Context: an optimization exercise on an open-source flow, tuned for small area. The choices shown serve that exercise and are no tape-out recipe. Only simulation tests tie the RTL to the original design; equivalence was not proved. Power is estimated from default activity; no workload was simulated.

==> v31: inputs <==
==> flow/design.v <==
`timescale 1ns/1ps
module conflict_serializer #(
   parameter int NUM_CORES         = 8,
   parameter int LIST_DEPTH        = 16,
   parameter int ALMOST_FULL_LEVEL = 12
) (
   input  logic                      clk,
   input  logic                      rstn,
   input  logic                      m_valid,
   input  logic [33:0]               m_task,
   input  logic [3:0]                m_slot,
   output logic                      m_ready,
   input  logic [NUM_CORES-1:0]      s_req,
   input  logic [2*NUM_CORES-1:0]    s_req_type,
   output logic [NUM_CORES-1:0]      s_grant,
   output logic [33:0]               s_task,
   output logic [3:0]                s_slot,
   input  logic                      fin_valid,
   input  logic [3:0]                fin_core,
   output logic                      almost_full,
   output logic                      all_cores_idle
);
   localparam int LD = LIST_DEPTH;
   localparam int NC = NUM_CORES;
   localparam int EW = 37;
   logic [LD-1:0]         valid_q;
   logic [LD-1:0]         confl_q;
   logic [LD-1:0][EW-1:0] ent_q;
   logic [4:0]            count_q;
   logic [NC-1:0]         gcore_q;
   logic [LD-1:0]         gpos_q;
   logic [NC-1:0]         run_valid_q;
   logic [NC-1:0][14:0]   run_key_q;
   logic [EW-1:0]         enq_ent;
   logic [14:0]           enq_key;
   logic [EW-1:0]         gnt_ent;
   logic                  grant_valid;
   logic                  push;
   logic [LD-1:0]         valid_r;
   logic [LD-1:0]         shift;
   logic [NC-1:0]         fin_sel;
   logic [14:0]           fin_key;
   logic                  fin_key_valid;
   logic [LD-1:0]         list_match;
   logic [NC-1:0]         run_match;
   logic                  new_confl;
   logic [LD-1:0]         clr_vec;
   logic [LD-1:0]         clr_one;
   logic [LD-1:0]         confl_c;
   logic [LD-1:0]         pend;
   logic [3:0][LD-1:0]    type_ready;
   logic [3:0]            type_any;
   logic [NC-1:0]         can_take;
   logic [NC-1:0]         core_one;
   logic                  core_found;
   logic [1:0]            sel_type;
   logic [LD-1:0]         core_ready;
   logic [LD-1:0]         ent_one;
   logic [LD-1:0]         gpos_d;
   assign enq_key = m_task[30:16];
   assign enq_ent = {m_slot, m_task[33:32], m_task[30:0]};
   always_comb begin
      gnt_ent = '0;
      for (int p = 0; p < LD; p++) begin
         gnt_ent = gnt_ent | ({EW{gpos_q[p]}} & ent_q[p]);
      end
   end
   assign grant_valid = |gcore_q;
   assign s_grant     = gcore_q;
   assign s_task      = {gnt_ent[32:31], 1'b0, gnt_ent[30:0]};
   assign s_slot      = gnt_ent[36:33];
   assign m_ready        = m_valid && !count_q[4];
   assign push           = m_valid && !count_q[4];
   assign almost_full    = count_q[4] || (count_q[3] && count_q[2]);
   assign all_cores_idle = (run_valid_q == '0);
   assign valid_r = valid_q & ~gpos_q;
   always_comb begin
      logic all_below;
      all_below = 1'b1;
      for (int p = 0; p < LD; p++) begin
         all_below = all_below && valid_r[p];
         shift[p]  = !all_below;
      end
   end
   always_comb begin
      fin_key = '0;
      for (int i = 0; i < NC; i++) begin
         fin_sel[i] = fin_valid && (fin_core == 4'(i));
         fin_key    = fin_key | ({15{fin_sel[i]}} & run_key_q[i]);
      end
   end
   assign fin_key_valid = |(fin_sel & run_valid_q);
   always_comb begin
      for (int p = 0; p < LD; p++) begin
         list_match[p] = valid_q[p] && (ent_q[p][30:16] == enq_key);
         clr_vec[p]    = fin_key_valid && valid_q[p] && (ent_q[p][30:16] == fin_key);
      end
      for (int i = 0; i < NC; i++) begin
         run_match[i] = run_valid_q[i] && !fin_sel[i] && (run_key_q[i] == enq_key);
      end
   end
   assign new_confl = (list_match != '0) || (run_match != '0);
   assign clr_one = clr_vec & ~(clr_vec - 1'b1);
   assign confl_c = confl_q & ~clr_one;
   always_comb begin
      for (int p = 0; p < LD; p++) begin
         pend[p]          = valid_r[p] && !confl_q[p];
         type_ready[0][p] = pend[p] && (ent_q[p][32:31] == 2'd0);
         type_ready[1][p] = pend[p] && (ent_q[p][32:31] == 2'd1);
         type_ready[2][p] = pend[p] && (ent_q[p][32:31] == 2'd2);
         type_ready[3][p] = pend[p];
      end
      for (int t = 0; t < 4; t++) type_any[t] = |type_ready[t];
      for (int i = 0; i < NC; i++) begin
         can_take[i] = s_req[i] && type_any[s_req_type[2*i +: 2]] && !gcore_q[i];
      end
   end
   assign core_one   = can_take & ~(can_take - 1'b1);
   assign core_found = |can_take;
   always_comb begin
      sel_type = '0;
      for (int i = 0; i < NC; i++) begin
         sel_type = sel_type | ({2{core_one[i]}} & s_req_type[2*i +: 2]);
      end
   end
   assign core_ready = type_ready[sel_type];
   assign ent_one    = core_ready & ~(core_ready - 1'b1);
   always_comb begin
      for (int p = 0; p < LD; p++) begin
         if (p == LD - 1) gpos_d[p] = ent_one[p] && !shift[p];
         else             gpos_d[p] = shift[p] ? ent_one[p+1] : ent_one[p];
      end
   end
   always_ff @(posedge clk) begin
      if (!rstn) begin
         gcore_q <= '0;
         gpos_q  <= '0;
      end else begin
         gcore_q <= core_one;
         gpos_q  <= core_found ? gpos_d : '0;
      end
   end
   always_ff @(posedge clk) begin
      for (int p = 0; p < LD - 1; p++) begin
         if (shift[p]) begin
            ent_q[p]   <= ent_q[p+1];
            confl_q[p] <= confl_c[p+1];
         end else begin
            confl_q[p] <= confl_c[p];
         end
      end
      if (shift[LD-1]) begin
         ent_q[LD-1]   <= enq_ent;
         confl_q[LD-1] <= new_confl;
      end else begin
         confl_q[LD-1] <= confl_c[LD-1];
      end
   end
   always_ff @(posedge clk) begin
      if (!rstn) begin
         valid_q <= '0;
         count_q <= '0;
      end else begin
         for (int p = 0; p < LD - 1; p++) begin
            valid_q[p] <= shift[p] ? valid_r[p+1] : valid_r[p];
         end
         valid_q[LD-1] <= shift[LD-1] ? push : valid_r[LD-1];
         case ({push, grant_valid})
            2'b10:   count_q <= count_q + 1'b1;
            2'b01:   count_q <= count_q - 1'b1;
            default: count_q <= count_q;
         endcase
      end
   end
   always_ff @(posedge clk) begin
      if (!rstn) begin
         run_valid_q <= '0;
      end else begin
         for (int i = 0; i < NC; i++) begin
            if (gcore_q[i])      run_valid_q[i] <= 1'b1;
            else if (fin_sel[i]) run_valid_q[i] <= 1'b0;
         end
      end
   end
   always_ff @(posedge clk) begin
      for (int i = 0; i < NC; i++) begin
         if (gcore_q[i]) run_key_q[i] <= gnt_ent[30:16];
      end
   end
endmodule
==> flow/flow/run.sh <==
#!/bin/bash
# standard layout; clock tree without dummy loads and with larger sink clusters; small port buffers
bash standard.sh "BUFFER_PORTS_ARGS=-buffer_cell sky130_fd_sc_hd__buf_1" "CTS_ARGS=-sink_clustering_enable -repair_clock_nets -dont_use_dummy_load -sink_clustering_size 10 -sink_clustering_max_diameter 40 -buf_list sky130_fd_sc_hd__clkbuf_4" finish > standard.log 2>&1
==> flow/standard.sh <==
#!/bin/bash
# synth_recipe.tcl (not shown) runs the flow's synth.tcl, then flattens the netlist and writes it again
# the make line also repeats each setting of config.mk as NAME=value (left out here)
make -C /OpenROAD-flow-scripts/flow DESIGN_CONFIG=/design/flow/config.mk WORK_HOME=/design/flow/orfs CLKGATE_MAP_FILE= SYNTH_SCRIPT=/design/flow/synth_recipe.tcl "${@:-finish}"
==> flow/config.mk <==
export PLATFORM = sky130hd
export DESIGN_NAME = conflict_serializer
export DESIGN_NICKNAME = conflict_serializer
export VERILOG_FILES = /design/flow/design.v
export SDC_FILE = /design/flow/constraint.sdc
export NUM_CORES = 4
export LEC_CHECK = 0
export CAP_MARGIN = 20
export CORE_MARGIN = 2
export CORE_UTILIZATION = 60
export PLACE_DENSITY = 0.75
export SLEW_MARGIN = 20
==> flow/constraint.sdc <==
create_clock -name core_clock -period 7.0 [get_ports {clk}]
set_input_delay 1.4000 -clock core_clock [delete_from_list [all_inputs] [get_ports {clk}]]
set_output_delay 1.4000 -clock core_clock [all_outputs]
set_load 0.01 [all_outputs]
==> v38: changes against v31 <==
CORE_UTILIZATION = 70   (was 60)
PLACE_DENSITY = 0.85   (was 0.75)
==> flow_summary_export.csv <==
group,metric,value,unit
worst_setup_path,arrival,6.93,ns
power,powerClk,2260,uW
cells_and_area,nClkBuffers,113,
global_route,gr-usage-met2,0.5893,
cells_and_area,drive_gt1_frac,0.1058,
sta,slew_headroom,0.2413,
worst_setup_path,cp_num_buf_inv,2,
cells_and_area,fill_cells,4738,
sta,final.min_clock_period,6.368,ns
sta,fin_ws,0.6315,ns
power,powerComb,951,uW
sta,clock_skew,0.1248,ns
worst_setup_path,worstPathCellList,"nand2b_1, nor2_2, nand2_4, or2_2, or3_4, nand2b_4, or2_4, nand2b_4, or3_4, nand2b_4, nor2_1, clkinvlp_4, buf_4",
sta,max_freq,157.0,MHz
run_status,status,"timing/DRC/antenna clean",
(the above is from v31)
==> flow_summary_export.csv <==
group,metric,value,unit
run_status,status,"timing/DRC/antenna clean",
sta,slew_headroom,0.1960,
sta,fin_ws,0.6649,ns
sta,final.min_clock_period,6.335,ns
power,powerComb,956,uW
cells_and_area,drive_gt1_frac,0.1033,
global_route,gr-usage-met2,0.6836,
worst_setup_path,worstPathCellList,"and2b_2, clkinvlp_4, nor2_2, nand2_4, or2_2, or3_4, nand2b_4, or2_4, nand2b_4, or3_4, nand2b_4, nor2_1, clkinvlp_4, buf_4",
power,powerClk,2210,uW
worst_setup_path,arrival,6.92,ns
cells_and_area,nClkBuffers,108,
sta,clock_skew,0.09036,ns
worst_setup_path,cp_num_buf_inv,3,
(the above is from v38)

* * *

==> job 1801 <==
// conflict_serializer: RTL as listed in full above, without the edits since
clock: 7.0 ns
lec_check: 0
cap_margin: 20
core_margin: 2
core_utilization: 60
place_density: 0.75
slew_margin: 20
standard.sh (not shown) runs the stock make flow with config.mk's settings and CLKGATE_MAP_FILE= SYNTH_SCRIPT=/design/flow/synth_recipe.tcl, a recipe that flattens the netlist after the stock synthesis.
==> flow/flow/run.sh <==
#!/bin/bash
# standard layout; clock tree without dummy loads and with larger sink clusters; small port buffers
bash standard.sh "BUFFER_PORTS_ARGS=-buffer_cell sky130_fd_sc_hd__buf_1" "CTS_ARGS=-sink_clustering_enable -repair_clock_nets -dont_use_dummy_load -sink_clustering_size 30 -sink_clustering_max_diameter 60 -buf_list sky130_fd_sc_hd__clkbuf_16" finish > standard.log 2>&1
==> job 7893: changes against job 1801 <==
==> flow/run.sh (new file) <==
#!/bin/bash
# synth_recipe.tcl (not shown) runs the flow's synth.tcl, then flattens the netlist and writes it again
# the make line also repeats each setting of config.mk as NAME=value (left out here)
make -C /OpenROAD-flow-scripts/flow DESIGN_CONFIG=/design/flow/config.mk WORK_HOME=/design/flow/orfs CLKGATE_MAP_FILE= SYNTH_SCRIPT=/design/flow/synth_recipe.tcl finish
- CORE_UTILIZATION: 60 -> 40
- PLACE_DENSITY: 0.75 -> 0.6
removed: flow/flow/run.sh
removed: flow/standard.sh
==> job 6999: changes against job 1801 <==
--- a/flow/design.v
+++ b/flow/design.v
@@ -59,2 +59,10 @@
    logic [LD-1:0]         gpos_d;
+   function automatic logic [15:0] lowest16(input logic [15:0] x);
+      lowest16[0] = x[0];
+      for (int i = 1; i < 16; i++) lowest16[i] = x[i] && !(|(x & ((16'd1 << i) - 16'd1)));
+   endfunction
+   function automatic logic [7:0] lowest8(input logic [7:0] x);
+      lowest8[0] = x[0];
+      for (int i = 1; i < 8; i++) lowest8[i] = x[i] && !(|(x & ((8'd1 << i) - 8'd1)));
+   endfunction
    assign enq_key = m_task[30:16];
@@ -77,8 +85,3 @@
    always_comb begin
-      logic all_below;
-      all_below = 1'b1;
-      for (int p = 0; p < LD; p++) begin
-         all_below = all_below && valid_r[p];
-         shift[p]  = !all_below;
-      end
+      for (int p = 0; p < LD; p++) shift[p] = |(~valid_r & ((LD'(2) << p) - LD'(1)));
    end
@@ -102,3 +105,3 @@
    assign new_confl = (list_match != '0) || (run_match != '0);
-   assign clr_one = clr_vec & ~(clr_vec - 1'b1);
+   assign clr_one = lowest16(clr_vec);
    assign confl_c = confl_q & ~clr_one;
@@ -117,3 +120,3 @@
    end
-   assign core_one   = can_take & ~(can_take - 1'b1);
+   assign core_one   = lowest8(can_take);
    assign core_found = |can_take;
@@ -126,3 +129,3 @@
    assign core_ready = type_ready[sel_type];
-   assign ent_one    = core_ready & ~(core_ready - 1'b1);
+   assign ent_one    = lowest16(core_ready);
    always_comb begin
==> flow/flow/run.sh (replaced) <==
#!/bin/bash
# standard layout; clock tree without dummy loads and with larger sink clusters; small port buffers
bash standard.sh RECOVER_POWER=100 "BUFFER_PORTS_ARGS=-buffer_cell sky130_fd_sc_hd__buf_1" "CTS_ARGS=-sink_clustering_enable -repair_clock_nets -dont_use_dummy_load -sink_clustering_size 10 -sink_clustering_max_diameter 40 -buf_list sky130_fd_sc_hd__clkbuf_4" finish > standard.log 2>&1
- CORE_UTILIZATION: 60 -> 70
- PLACE_DENSITY: 0.75 -> 0.85
==> metrics.md <==
| Metric | Value |
|---|---|
| Fraction of area in multi-input gates | `0.3492` |
| Cell area after synthesis | `roughly 37000 sq um` |
| Max Slew Vio Count | `about 900` |
| DR pass1 iterations | `7` |
| Number of global-route vias before repair | `28560` |
| Die H | `about 230 um` |
| Blocking Checks | `max-capacitance violations, max-slew violations` |
| Final Cycle Share | `0.9505` |
| Gate Count Post-Synth | `~2800` |
| Total power draw | `~9000 uW` |
| Clock root cell | `clkbuf_4` |
| Placer congestion estimate | `between 1 and 1.5` |
| Ant. Diodes | `9` |
| Status | `finished with violations` |
| DR WL/cell | `between 30 and 40 um` |
| Fmax | `between 0.15 and 0.2 GHz` |
| Max_cap viols | `30` |
| Clock power frac | `0.251` |
| Tapcells | `roughly 690` |
| FF-to-FF Start | `gpos_q[0]` |
| CTS HTree Levels | `3` |
-- figures above: job 6999

==> metrics.md <==
| Metric | Value |
|---|---|
| Fraction of area in multi-input gates | `0.3221` |
| FF-to-FF Start | `valid_q[0]` |
| Clock power frac | `0.418` |
| Clock root cell | `clkbuf_16` |
| CTS HTree Levels | `3` |
| Max_cap viols | `0` |
| Max Slew Vio Count | `0` |
| Placer congestion estimate | `about 1.0` |
| Final Cycle Share | `0.8979` |
| Number of global-route vias before repair | `27671` |
| Total power draw | `between 10000 and 15000 uW` |
| Fmax | `between 0.15 and 0.2 GHz` |
| Die X | `between 300 and 400 um` |
| Gate Count Post-Synth | `2854` |
| Ant. Diodes | `2` |
| Cell area after synthesis | `between 30000 and 40000 sq um` |
| DR WL/cell | `roughly 36 um` |
| Status | `finished clean` |
-- figures above: job 7893

==> metrics.md <==
| Metric | Value |
|---|---|
| Status | `finished clean` |
| Max_cap viols | `0` |
| Number of global-route vias before repair | `approximately 27000` |
| FF-to-FF Start | `gpos_q[1]` |
| CTS HTree Levels | `2` |
| Die H | `roughly 250 um` |
| DR WL/cell | `36.68 um` |
| End of the critical path | `ent_q[562]` |
| Fmax | `0.1568 GHz` |
| Fraction of area in multi-input gates | `0.3450` |
| Ant. Diodes | `1` |
| Tapcells | `roughly 840` |
| DR pass1 iterations | `8` |
| Total power draw | `between 9000 and 10000 uW` |
| Placer congestion estimate | `~1.1` |
| Area growth, synth to finish | `8.062%` |
| Clock root cell | `clkbuf_16` |
-- figures above: job 1801

static timing again, ports no longer ideal:
How much do the figures lean on ideal ports? The routed layouts below were timed once more, with nothing changed but the port constraints.
Step 1 assumes that a clkbuf_16 drives the clock port and a buf_2 every other input.
Step 2, shift: input delay + t, output delay - t, t = (earliest + latest rising clock arrival at the registers) / 2. This alone moves slack from input paths to output paths.
Slacks: ideal / step 1 / step 2; pairs: ideal / step 1.
run	t (ns)	setup slack, ns	worst setup path at the end	cell pins on the clock port's net
v31	0.988	0.632 / 0.632 / 0.559	input to register	1
v38	0.959	0.665 / 0.665 / 0.665	register to register	1
job 1801	0.693	0.624 / 0.624 / 0.600	input to register	1
job 7893	0.730	0.715 / 0.715 / 0.715	register to register	1
job 6999	0.974	0.347 / 0.288 / -0.277	input to register	1
The setup slack of job 6999, which loses most, moves by -0.059 ns with the drivers and by -0.624 ns with both steps.
